Source: an optimization exercise on an open RTL-to-GDS flow (aim: small area and a short achievable clock period). Production flows keep margins and buffers that such runs may drop.
Only simulation tests tie the RTL to the original design; equivalence was not proved.
Power figures rest on the tool's default switching activity, not on a simulated workload.

`flow/run.sh`:
```
#!/bin/bash
# synth_recipe.tcl (not shown) runs the flow's synth.tcl, then flattens the netlist and writes it again
# the make line also repeats each setting of config.mk as NAME=value (left out here)
make -C /OpenROAD-flow-scripts/flow DESIGN_CONFIG=/design/flow/config.mk WORK_HOME=/design/flow/orfs CLKGATE_MAP_FILE= SYNTH_SCRIPT=/design/flow/synth_recipe.tcl finish
```
`flow/design.v`:
```
`default_nettype none
package rename_pkg;
  localparam int NUM_AREG   = 32;   
  localparam int NUM_PREG   = 64;   
  localparam int FREE_DEPTH = 32;   
  localparam int BR_DEPTH   = 4;    
  localparam int ZERO_AREG  = 31;   
  localparam int AW         = 5;    
  localparam int PW         = 6;    
  localparam int FW         = 6;    
  localparam int BW         = 2;    
endpackage
`default_nettype wire
`timescale 1ns/10ps
`default_nettype none
module map_table (
  input  wire         clk,
  input  wire         rst,
  input  wire [4:0]   opa_areg_i,          
  input  wire [4:0]   opb_areg_i,
  input  wire [4:0]   dest_areg_i,
  input  wire         alloc_en_i,          
  input  wire [5:0]   new_preg_i,          
  input  wire         cdb_valid_i,
  input  wire [5:0]   cdb_preg_i,
  input  wire         restore_i,           
  input  wire [31:0]  restore_rdy_i,
  input  wire [191:0] restore_preg_i,
  output logic [5:0]  opa_preg_o,
  output logic        opa_rdy_o,
  output logic [5:0]  opb_preg_o,
  output logic        opb_rdy_o,
  output logic [5:0]  dest_preg_o,
  output logic [5:0]  dest_old_preg_o,
  output logic [31:0] next_rdy_o,          
  output logic [191:0] next_preg_o
);
  localparam int NUM_AREG  = rename_pkg::NUM_AREG;
  localparam int ZERO_AREG = rename_pkg::ZERO_AREG;
  logic [31:0]  rdy_q;        
  logic [191:0] preg_q;
  logic [31:0]  next_rdy;     
  logic [191:0] next_preg;
  logic [5:0]   opa_ent_preg;
  logic [5:0]   opb_ent_preg;
  logic [5:0]   dest_ent_preg;
  assign opa_ent_preg  = preg_q[opa_areg_i*6 +: 6];
  assign opb_ent_preg  = preg_q[opb_areg_i*6 +: 6];
  assign dest_ent_preg = preg_q[dest_areg_i*6 +: 6];
  always_comb begin
    opa_preg_o      = opa_ent_preg;
    opa_rdy_o       = rdy_q[opa_areg_i] | (cdb_valid_i && (cdb_preg_i == opa_ent_preg));   
    opb_preg_o      = opb_ent_preg;
    opb_rdy_o       = rdy_q[opb_areg_i] | (cdb_valid_i && (cdb_preg_i == opb_ent_preg));
    dest_old_preg_o = dest_ent_preg;
    if (alloc_en_i) begin
      dest_preg_o = new_preg_i;
    end else begin
      dest_preg_o = dest_ent_preg;
    end
  end
  always_comb begin
    if (restore_i) begin
      next_rdy  = restore_rdy_i;   
      next_preg = restore_preg_i;
    end else begin
      next_rdy  = rdy_q;
      next_preg = preg_q;
    end
    for (int i = 0; i < NUM_AREG; i++) begin
      if (cdb_valid_i && (cdb_preg_i == next_preg[i*6 +: 6])) begin
        next_rdy[i] = 1'b1;
      end
    end
    for (int i = 0; i < NUM_AREG; i++) begin
      if (alloc_en_i && !restore_i && (dest_areg_i == 5'(i))) begin
        next_rdy[i]        = 1'b0;
        next_preg[i*6 +: 6] = new_preg_i;
      end
    end
    next_rdy[ZERO_AREG] = 1'b1;   
  end
  assign next_rdy_o  = next_rdy;
  assign next_preg_o = next_preg;
  always_ff @(posedge clk) begin
    if (rst) begin
      for (int i = 0; i < NUM_AREG; i++) begin
        rdy_q[i]          <= 1'b1;         
        preg_q[i*6 +: 6]  <= 6'(i);
      end
    end else begin
      rdy_q  <= next_rdy;
      preg_q <= next_preg;
    end
  end
endmodule
`default_nettype wire
`timescale 1ns/10ps
`default_nettype none
module free_list (
  input  wire        clk,
  input  wire        rst,
  input  wire        alloc_en_i,       
  input  wire        retire_i,         
  input  wire [5:0]  retire_preg_i,
  input  wire        restore_i,
  input  wire [5:0]  restore_head_i,   
  output logic [5:0] free_preg_o,
  output logic       free_empty_o,
  output logic [5:0] free_head_o       
);
  localparam int NUM_AREG   = rename_pkg::NUM_AREG;
  localparam int FREE_DEPTH = rename_pkg::FREE_DEPTH;
  logic [191:0] fifo_q;
  logic [5:0]   head_q;
  logic [5:0]   tail_q;
  logic [5:0]   head_next;
  logic [5:0]   tail_next;
  always_comb begin
    tail_next = tail_q + 6'(retire_i);
    if (restore_i) begin
      head_next = restore_head_i;   
    end else begin
      head_next = head_q + 6'(alloc_en_i);
    end
  end
  assign free_preg_o  = fifo_q[head_q[4:0]*6 +: 6];
  assign free_empty_o = (tail_q == head_q);
  assign free_head_o  = head_next;   
  always_ff @(posedge clk) begin
    if (rst) begin
      head_q <= '0;
      tail_q <= 6'(FREE_DEPTH);   
    end else begin
      head_q <= head_next;
      tail_q <= tail_next;
    end
  end
  always_ff @(posedge clk) begin
    for (int i = 0; i < FREE_DEPTH; i++) begin
      if (rst) begin
        fifo_q[i*6 +: 6] <= 6'(NUM_AREG + i);
      end else if (retire_i && (tail_q[4:0] == 5'(i))) begin
        fifo_q[i*6 +: 6] <= retire_preg_i;
      end
    end
  end
endmodule
`default_nettype wire
`timescale 1ns/10ps
`default_nettype none
module branch_checkpoint_queue (
  input  wire          clk,
  input  wire          rst,
  input  wire          push_i,          
  input  wire [31:0]   push_rdy_i,
  input  wire [191:0]  push_preg_i,
  input  wire [5:0]    push_head_i,
  input  wire          pop_i,           
  input  wire          flush_i,         
  input  wire          cdb_valid_i,
  input  wire [5:0]    cdb_preg_i,
  output logic [31:0]  oldest_rdy_o,
  output logic [191:0] oldest_preg_o,
  output logic [5:0]   oldest_head_o,
  output logic         full_o
);
  localparam int NUM_AREG = rename_pkg::NUM_AREG;
  localparam int BR_DEPTH = rename_pkg::BR_DEPTH;
  logic [31:0]  ck_rdy_q  [BR_DEPTH];
  logic [191:0] ck_preg_q [BR_DEPTH];
  logic [5:0]   ck_head_q [BR_DEPTH];
  logic [1:0]   rd_ptr_q;   
  logic [1:0]   wr_ptr_q;   
  logic [2:0]   count_q;
  assign oldest_rdy_o  = ck_rdy_q[rd_ptr_q];
  assign oldest_preg_o = ck_preg_q[rd_ptr_q];
  assign oldest_head_o = ck_head_q[rd_ptr_q];
  assign full_o        = (count_q == 3'(BR_DEPTH));
  for (genvar e = 0; e < BR_DEPTH; e++) begin : g_ck
    always_ff @(posedge clk) begin
      for (int r = 0; r < NUM_AREG; r++) begin
        if (cdb_valid_i && (cdb_preg_i == ck_preg_q[e][r*6 +: 6])) begin
          ck_rdy_q[e][r] <= 1'b1;   
        end
      end
      if (push_i && (wr_ptr_q == 2'(e))) begin
        ck_rdy_q[e]  <= push_rdy_i;
        ck_preg_q[e] <= push_preg_i;
        ck_head_q[e] <= push_head_i;
      end
    end
  end
  always_ff @(posedge clk) begin
    if (rst) begin
      rd_ptr_q <= '0;
      wr_ptr_q <= '0;
      count_q  <= '0;
    end else if (flush_i) begin
      rd_ptr_q <= wr_ptr_q;   
      count_q  <= '0;
    end else begin
      if (push_i) begin
        wr_ptr_q <= wr_ptr_q + 1'b1;
      end
      if (pop_i) begin
        rd_ptr_q <= rd_ptr_q + 1'b1;
      end
      count_q <= count_q + 3'(push_i) - 3'(pop_i);
    end
  end
endmodule
`default_nettype wire
`timescale 1ns/10ps
`default_nettype none
module rename_ctrl (
  input  wire  clk,
  input  wire  rst,
  input  wire  dispatch_i,
  input  wire  [4:0] dest_areg_i,
  input  wire  is_branch_i,
  input  wire  free_empty_i,
  input  wire  ckpt_full_i,
  input  wire  resolve_i,      
  input  wire  mispredict_i,
  output logic alloc_en_o,
  output logic ckpt_push_o,
  output logic ckpt_pop_o,
  output logic recover_o,
  output logic stall_o
);
  localparam logic NORMAL  = 1'b0;
  localparam logic RECOVER = 1'b1;   
  logic state_q;
  logic needs_reg;   
  logic accept;
  assign needs_reg   = (dest_areg_i != 5'(rename_pkg::ZERO_AREG));
  assign recover_o   = resolve_i && mispredict_i;
  assign ckpt_pop_o  = resolve_i && !mispredict_i;
  assign stall_o = (state_q == RECOVER) || recover_o ||
                   (needs_reg && free_empty_i) ||
                   (is_branch_i && ckpt_full_i);
  assign accept      = dispatch_i && !stall_o;
  assign alloc_en_o  = accept && needs_reg;
  assign ckpt_push_o = accept && is_branch_i;   
  always_ff @(posedge clk) begin
    if (rst) begin
      state_q <= NORMAL;
    end else begin
      case (state_q)
        NORMAL:  state_q <= recover_o ? RECOVER : NORMAL;
        RECOVER: state_q <= NORMAL;   
        default: state_q <= NORMAL;
      endcase
    end
  end
endmodule
`default_nettype wire
`timescale 1ns/10ps
`default_nettype none
module rename_unit (
  input  wire        clk,
  input  wire        rst,
  input  wire        dispatch_i,
  input  wire [4:0]  req_opa_areg_i,
  input  wire [4:0]  req_opb_areg_i,
  input  wire [4:0]  req_dest_areg_i,
  input  wire        req_is_branch_i,
  input  wire        cdb_valid_i,
  input  wire [5:0]  cdb_preg_i,
  input  wire        retire_i,
  input  wire [5:0]  retire_preg_i,
  input  wire        resolve_i,
  input  wire        mispredict_i,
  output logic [5:0] rsp_opa_preg_o,       
  output logic       rsp_opa_rdy_o,
  output logic [5:0] rsp_opb_preg_o,
  output logic       rsp_opb_rdy_o,
  output logic [5:0] rsp_dest_preg_o,
  output logic [5:0] rsp_dest_old_preg_o,  
  output logic       stall_o
);
  logic         alloc_en;
  logic         ckpt_push;
  logic         ckpt_pop;
  logic         recover;
  logic [5:0]   free_preg;
  logic         free_empty;
  logic [5:0]   free_head;     
  logic [31:0]  next_rdy;
  logic [191:0] next_preg;
  logic [31:0]  oldest_rdy;    
  logic [191:0] oldest_preg;
  logic [5:0]   oldest_head;
  logic         ckpt_full;
  rename_ctrl i_ctrl (
    .clk          (clk),
    .rst          (rst),
    .dispatch_i   (dispatch_i),
    .dest_areg_i  (req_dest_areg_i),
    .is_branch_i  (req_is_branch_i),
    .free_empty_i (free_empty),
    .ckpt_full_i  (ckpt_full),
    .resolve_i    (resolve_i),
    .mispredict_i (mispredict_i),
    .alloc_en_o   (alloc_en),
    .ckpt_push_o  (ckpt_push),
    .ckpt_pop_o   (ckpt_pop),
    .recover_o    (recover),
    .stall_o      (stall_o)
  );
  map_table i_map (
    .clk             (clk),
    .rst             (rst),
    .opa_areg_i      (req_opa_areg_i),
    .opb_areg_i      (req_opb_areg_i),
    .dest_areg_i     (req_dest_areg_i),
    .alloc_en_i      (alloc_en),
    .new_preg_i      (free_preg),
    .cdb_valid_i     (cdb_valid_i),
    .cdb_preg_i      (cdb_preg_i),
    .restore_i       (recover),
    .restore_rdy_i   (oldest_rdy),
    .restore_preg_i  (oldest_preg),
    .opa_preg_o      (rsp_opa_preg_o),
    .opa_rdy_o       (rsp_opa_rdy_o),
    .opb_preg_o      (rsp_opb_preg_o),
    .opb_rdy_o       (rsp_opb_rdy_o),
    .dest_preg_o     (rsp_dest_preg_o),
    .dest_old_preg_o (rsp_dest_old_preg_o),
    .next_rdy_o      (next_rdy),
    .next_preg_o     (next_preg)
  );
  free_list i_free (
    .clk            (clk),
    .rst            (rst),
    .alloc_en_i     (alloc_en),
    .retire_i       (retire_i),
    .retire_preg_i  (retire_preg_i),
    .restore_i      (recover),
    .restore_head_i (oldest_head),
    .free_preg_o    (free_preg),
    .free_empty_o   (free_empty),
    .free_head_o    (free_head)
  );
  branch_checkpoint_queue i_ckpt (
    .clk           (clk),
    .rst           (rst),
    .push_i        (ckpt_push),
    .push_rdy_i    (next_rdy),
    .push_preg_i   (next_preg),
    .push_head_i   (free_head),
    .pop_i         (ckpt_pop),
    .flush_i       (recover),    
    .cdb_valid_i   (cdb_valid_i),
    .cdb_preg_i    (cdb_preg_i),
    .oldest_rdy_o  (oldest_rdy),
    .oldest_preg_o (oldest_preg),
    .oldest_head_o (oldest_head),
    .full_o        (ckpt_full)
  );
endmodule
`default_nettype wire
```
`flow/constraint.sdc`:
```
create_clock -name core_clock -period 8.0 [get_ports {clk}]
set_input_delay 1.6000 -clock core_clock [delete_from_list [all_inputs] [get_ports {clk}]]
set_output_delay 1.6000 -clock core_clock [all_outputs]
set_load 0.01 [all_outputs]
```
`flow/config.mk`:
```
export PLATFORM = sky130hd
export DESIGN_NAME = rename_unit
export DESIGN_NICKNAME = rename_unit
export VERILOG_FILES = /design/flow/design.v
export SDC_FILE = /design/flow/constraint.sdc
export NUM_CORES = 4
export LEC_CHECK = 0
export CAP_MARGIN = 20
export CORE_MARGIN = 2
export CORE_UTILIZATION = 40
export SLEW_MARGIN = 20
```
==> summary.txt <==
[power groups by stage]
stage                     combinational [mW]  sequential [mW]  clock, mW
after floorplan                         1.64             7.98          0
after global placement                  2.43             8.15          0
after detailed placement                2.45             8.15          0
after CTS                               2.46             8.01       7.28
after global routing                    2.63             8.02       7.53
final                                   2.49             8.02       7.19
[flip-flops by register name (all words and copies together) (netlist names)]
signal	flops
i_map.rdy_q	31
i_ckpt.ck_preg_q	768
i_ckpt.ck_rdy_q	124
i_ckpt.count_q	3
i_ctrl.state_q	1
i_free.tail_q	6
i_free.head_q	6
i_ckpt.ck_head_q	24
i_ckpt.wr_ptr_q	2
i_ckpt.rd_ptr_q	2
i_map.preg_q	192
i_free.fifo_q	192
[final cells by class]
type,instances,area share [%]
Sequential cell,1351,45.7
Clock buffer,215,5.49
Clock inverter,71,0.994
Inverter,24,0.170
Antenna cell,9,0.0284
Tap cell,2355,3.71
Timing Repair Buffer,182,2.20
Multi-Input combinational cell,4140,41.7
[cells in the mapped netlist (8+ instances only)]
cell type  number
a31oi_1        22
nand2_1       497
or2_2           8
nand2b_1       12
dfxtp_1       435
mux2i_1       430
nor3b_1        20
nor2b_1       152
o21ai_0       154
clkbuf_1      311
buf_1          92
nor3_1         50
buf_2          87
a21oi_1       114
a211oi_1      101
or3_1          43
a22oi_1        12
a222oi_1      229
nand3_1       116
a21o_1         26
and2_1        260
xnor2_1       428
o41ai_1       124
ha_1           14
mux4_2        213
nor4b_1        19
inv_1          20
or2_1          69
xor2_1        396
o211ai_1       17
nand3b_1       11
nand4_1       141
a211o_1        57
mux2_2         12
and3_1         36
edfxtp_1      916
buf_4          23
o211a_1        26
nand4b_1       15
o21a_1         20
nor2_1        203
[final timing paths]
check,startpoint,end,depth (start not counted)
min,i_free.fifo_q[40],i_free.fifo_q[40],2
min reg2reg,i_free.fifo_q[40],i_free.fifo_q[40],2
max reg2reg,i_free.head_q[1],i_ckpt.ck_preg_q[2][161],7
max,req_opb_areg_i[4],rsp_opb_rdy_o,8
[placed cells by master, fill, tap and decap left out, types with 26 or more instances in the layout]
| cell type | n |
|---|---|
| nor2_1 | 203 |
| and2_1 | 259 |
| nor2b_1 | 151 |
| xnor2_1 | 428 |
| or3_1 | 43 |
| xor2_1 | 396 |
| a21oi_1 | 114 |
| dfxtp_1 | 433 |
| buf_4 | 108 |
| o211a_1 | 26 |
| and3_1 | 36 |
| a21o_1 | 26 |
| o41ai_1 | 124 |
| nor3_1 | 49 |
| nand4_1 | 141 |
| nand2_1 | 492 |
| or2_1 | 69 |
| mux2i_1 | 430 |
| mux4_2 | 213 |
| clkdlybuf4s50_1 | 46 |
| a211oi_1 | 101 |
| edfxtp_1 | 916 |
| nand3_1 | 116 |
| clkbuf_1 | 37 |
| o21ai_0 | 154 |
| a211o_1 | 57 |
| a222oi_1 | 229 |
| clkbuf_16 | 157 |
[cells by family (layout without fill, tap and decap cells)]
family | Yosys count | count (layout) | share of synthesized area, %
AO/OA/AOI/OAI | 943 | 943 | 10.2
AND/OR/NAND/NOR | 1697 | 1697 | 12.5
flip-flops | 1351 | 1351 | 50.7
XOR/XNOR | 824 | 824 | 10.1
buffers and inverters | 541 | 492 | 3.15
adder cells (fa/ha/maj) | 15 | 15 | 0.273
other | 0 | 9 | 0
multiplexers | 661 | 661 | 13.1
[per-layer routing]
| layer | up-vias | global-route usage [%] | share of wire, % |
|---|---|---|---|
| li1 | 22400 | - | - |
| met1 | 26300 | 36.2 | 41 |
| met2 | 2458 | 43.5 | 47 |
| met3 | 478 | 4.18 | 7.9 |
| met4 | 0 | 12.0 | 4.7 |
| met5 | - | 0 | 0 |
[stage by stage]
step                      setup WS, ns  hold WS, ns  utilization (%)  cells  total power, mW
after global placement           0.827        0.435             41.7   8052             10.6
after CTS                        0.809        0.452             44.5   8338             17.7
after global routing             0.711        0.471             44.6   8343             18.2
after floorplan                   1.68        0.423                -   6032             9.62
final                            0.758        0.452             44.6   8347             17.7
after detailed placement         0.821        0.444             41.7   8052             10.6
[worst min-delay path: stages, from the launching register on]
cell	delay [ns]
dfxtp_1	0.31
nand2_1	0.05
a21oi_1	0.05
==> flow_summary.yaml <==
sta:
  fin_worst_skew_ns: 0.0397
  finalCritPeriodShare_pct: 90.5
  max_freq_ghz: 0.138
  hold_viol: 0
  period_needed_ns: 7.24
  setup_viol: 0
  finalMaxSlewViolations: 0
  rsz0062_at_grt: "false"
  tightest_slew_ns: 1.18
  setup_tns_ns: 0
  slew_headroom_pct: 21.4
synth:
  ys_seq_area_share_pct: 50.7
  ys_ff_latch: 1351
  synth_top_area_cell: "edfxtp_1"
  async_flop_share_pct: 0
  ys_types: 76
  syn_inst: 6032
  synth.avg_cell_area_sq_um: 11.8
  synthTopCellsByArea: "edfxtp_1 38%, dfxtp_1 12%, mux4_2 6.7%, mux2i_1 6.0%, xnor2_1 5.2%"
  synth_edf_count: 916
  synth_nets: 6082
  synth_flop_cell: "edfxtp_1"
  synth_top_area_share_pct: 38.5
  syn_area_sq_mm: 0.0715
  yosysWarningCount: 7
power_and_ir_drop:
  combPwrFrac_pct: 14.1
  powerDensity_mw_per_mm2: 223
  p_clk_share_pct: 40.6
  switching_power_mw: 4.89
  p_int_mw: 12.8
  sequentialPowerShare_pct: 45.3
  sw_frac_of_total_pct: 27.7
  peakVddDrop_mv: 0.190
  leakagePower_nw: 26.8
setup_path:
  crit_chain: "clkdlybuf4s50_1 > inv_1 > and4_1 > or4b_1 > xnor2_1 > nor3_1 > o2bb2ai_1 > clkdlybuf4s50_1"
  cp_num_buf_inv: 3
  r2r_slack_ns: 3.29
  crit_top_cell: "clkdlybuf4s50_1"
  worst-path-max-fanout: 15
  worstSetupPathType: "in2out"
  worst_setup_path_end_kind: "output port"
  critPathSlowestCell: "clkdlybuf4s50_1"
  critPathLaunchType: "input pin"
  crit_family: "buffers and inverters"
  slowest_delay_ns: 1.20
  worst_ep_required_time_ns: 6.40
  critPathArrivalTime_ns: 5.64
clock_network:
  clockBufferDepth: 3
  cts_sinks: 1351
  h-tree-depth: 4
  ctsResizeCount: 0
  clkLatencyLatePin_ns: 0.82
  cts_setup_buffers: 0
  numCtsBuffers: 154
  root_buffer: "clkbuf_16"
  cts_tree: "built"
  path_clk_slew_ns: 0.06
  hold_buffers: 0
die:
  io_pins: 62
  start_util_pct: 40.1
  core.rowCount: 155
  core_sq_mm: 0.178
  die_w_um: 427
  die_area_sq_mm: 0.182
  die_y_um: 427
final_layout:
  area_growth_pct: 11.0
  n_fill_cell: 16300
  drive_gt1_share_pct: 10.9
  nets: 5903
  final_area_sq_mm: 0.0793
  multiInputGateArea_sq_mm: 0.0331
  regArea_sq_mm: 0.0362
min_path:
  hold_path_class: "reg2reg"
run:
  maxCapViolations: 0
drt:
  drt-initial-drc-count: 6871
  vias: 51700
  drc: 0
  drt-pass1-iter-count: 12
  drt-wirelength-per-cell_um: 30.1
  finalWirelength_mm: 251
  via_per_inst: 6.19
  drt.antenna.violating_nets: 0
global_routing:
  grt_pass1_vias: 50300
  grt_pass1_wl_mm: 362
  gr-usage-all-layers_pct: 27.1
  antenna_found_initial: 13
  grt_max_degree: 175
  grt_overflow: 0
placement:
  portBuffers: 61
  place.gp.congestion: 0.961
  hpwl_mm: 159
  place_area_sq_mm: 0.0742
outcome:
  status: "finished clean"

==> port drivers added, routing unchanged <==
How much do the figures lean on ideal ports? The routed layout below was timed once more, with nothing changed but the port constraints. Step 1 assumes that a clkbuf_16 drives the clock port and a buf_2 every other input. Step 2 also shifts input and output timing later by t, the mid clock arrival at the registers, as if the neighbouring blocks saw the same clock. a / b / c = no drivers / after step 1 / after step 2; a / b = the first two.
t (ns): 0.886
setup slack, ns: 0.758 / 0.735 / 0.735
clock arrival spread, ns: 0.052 / 0.052
slew at the worst register clock pin (ns): 0.07 / 0.07
cell pins on the clock port's net: 1
After both steps setup and hold are still met in this run. For this run, drivers alone change the setup slack by -0.023 ns; drivers and shift together by -0.023 ns.
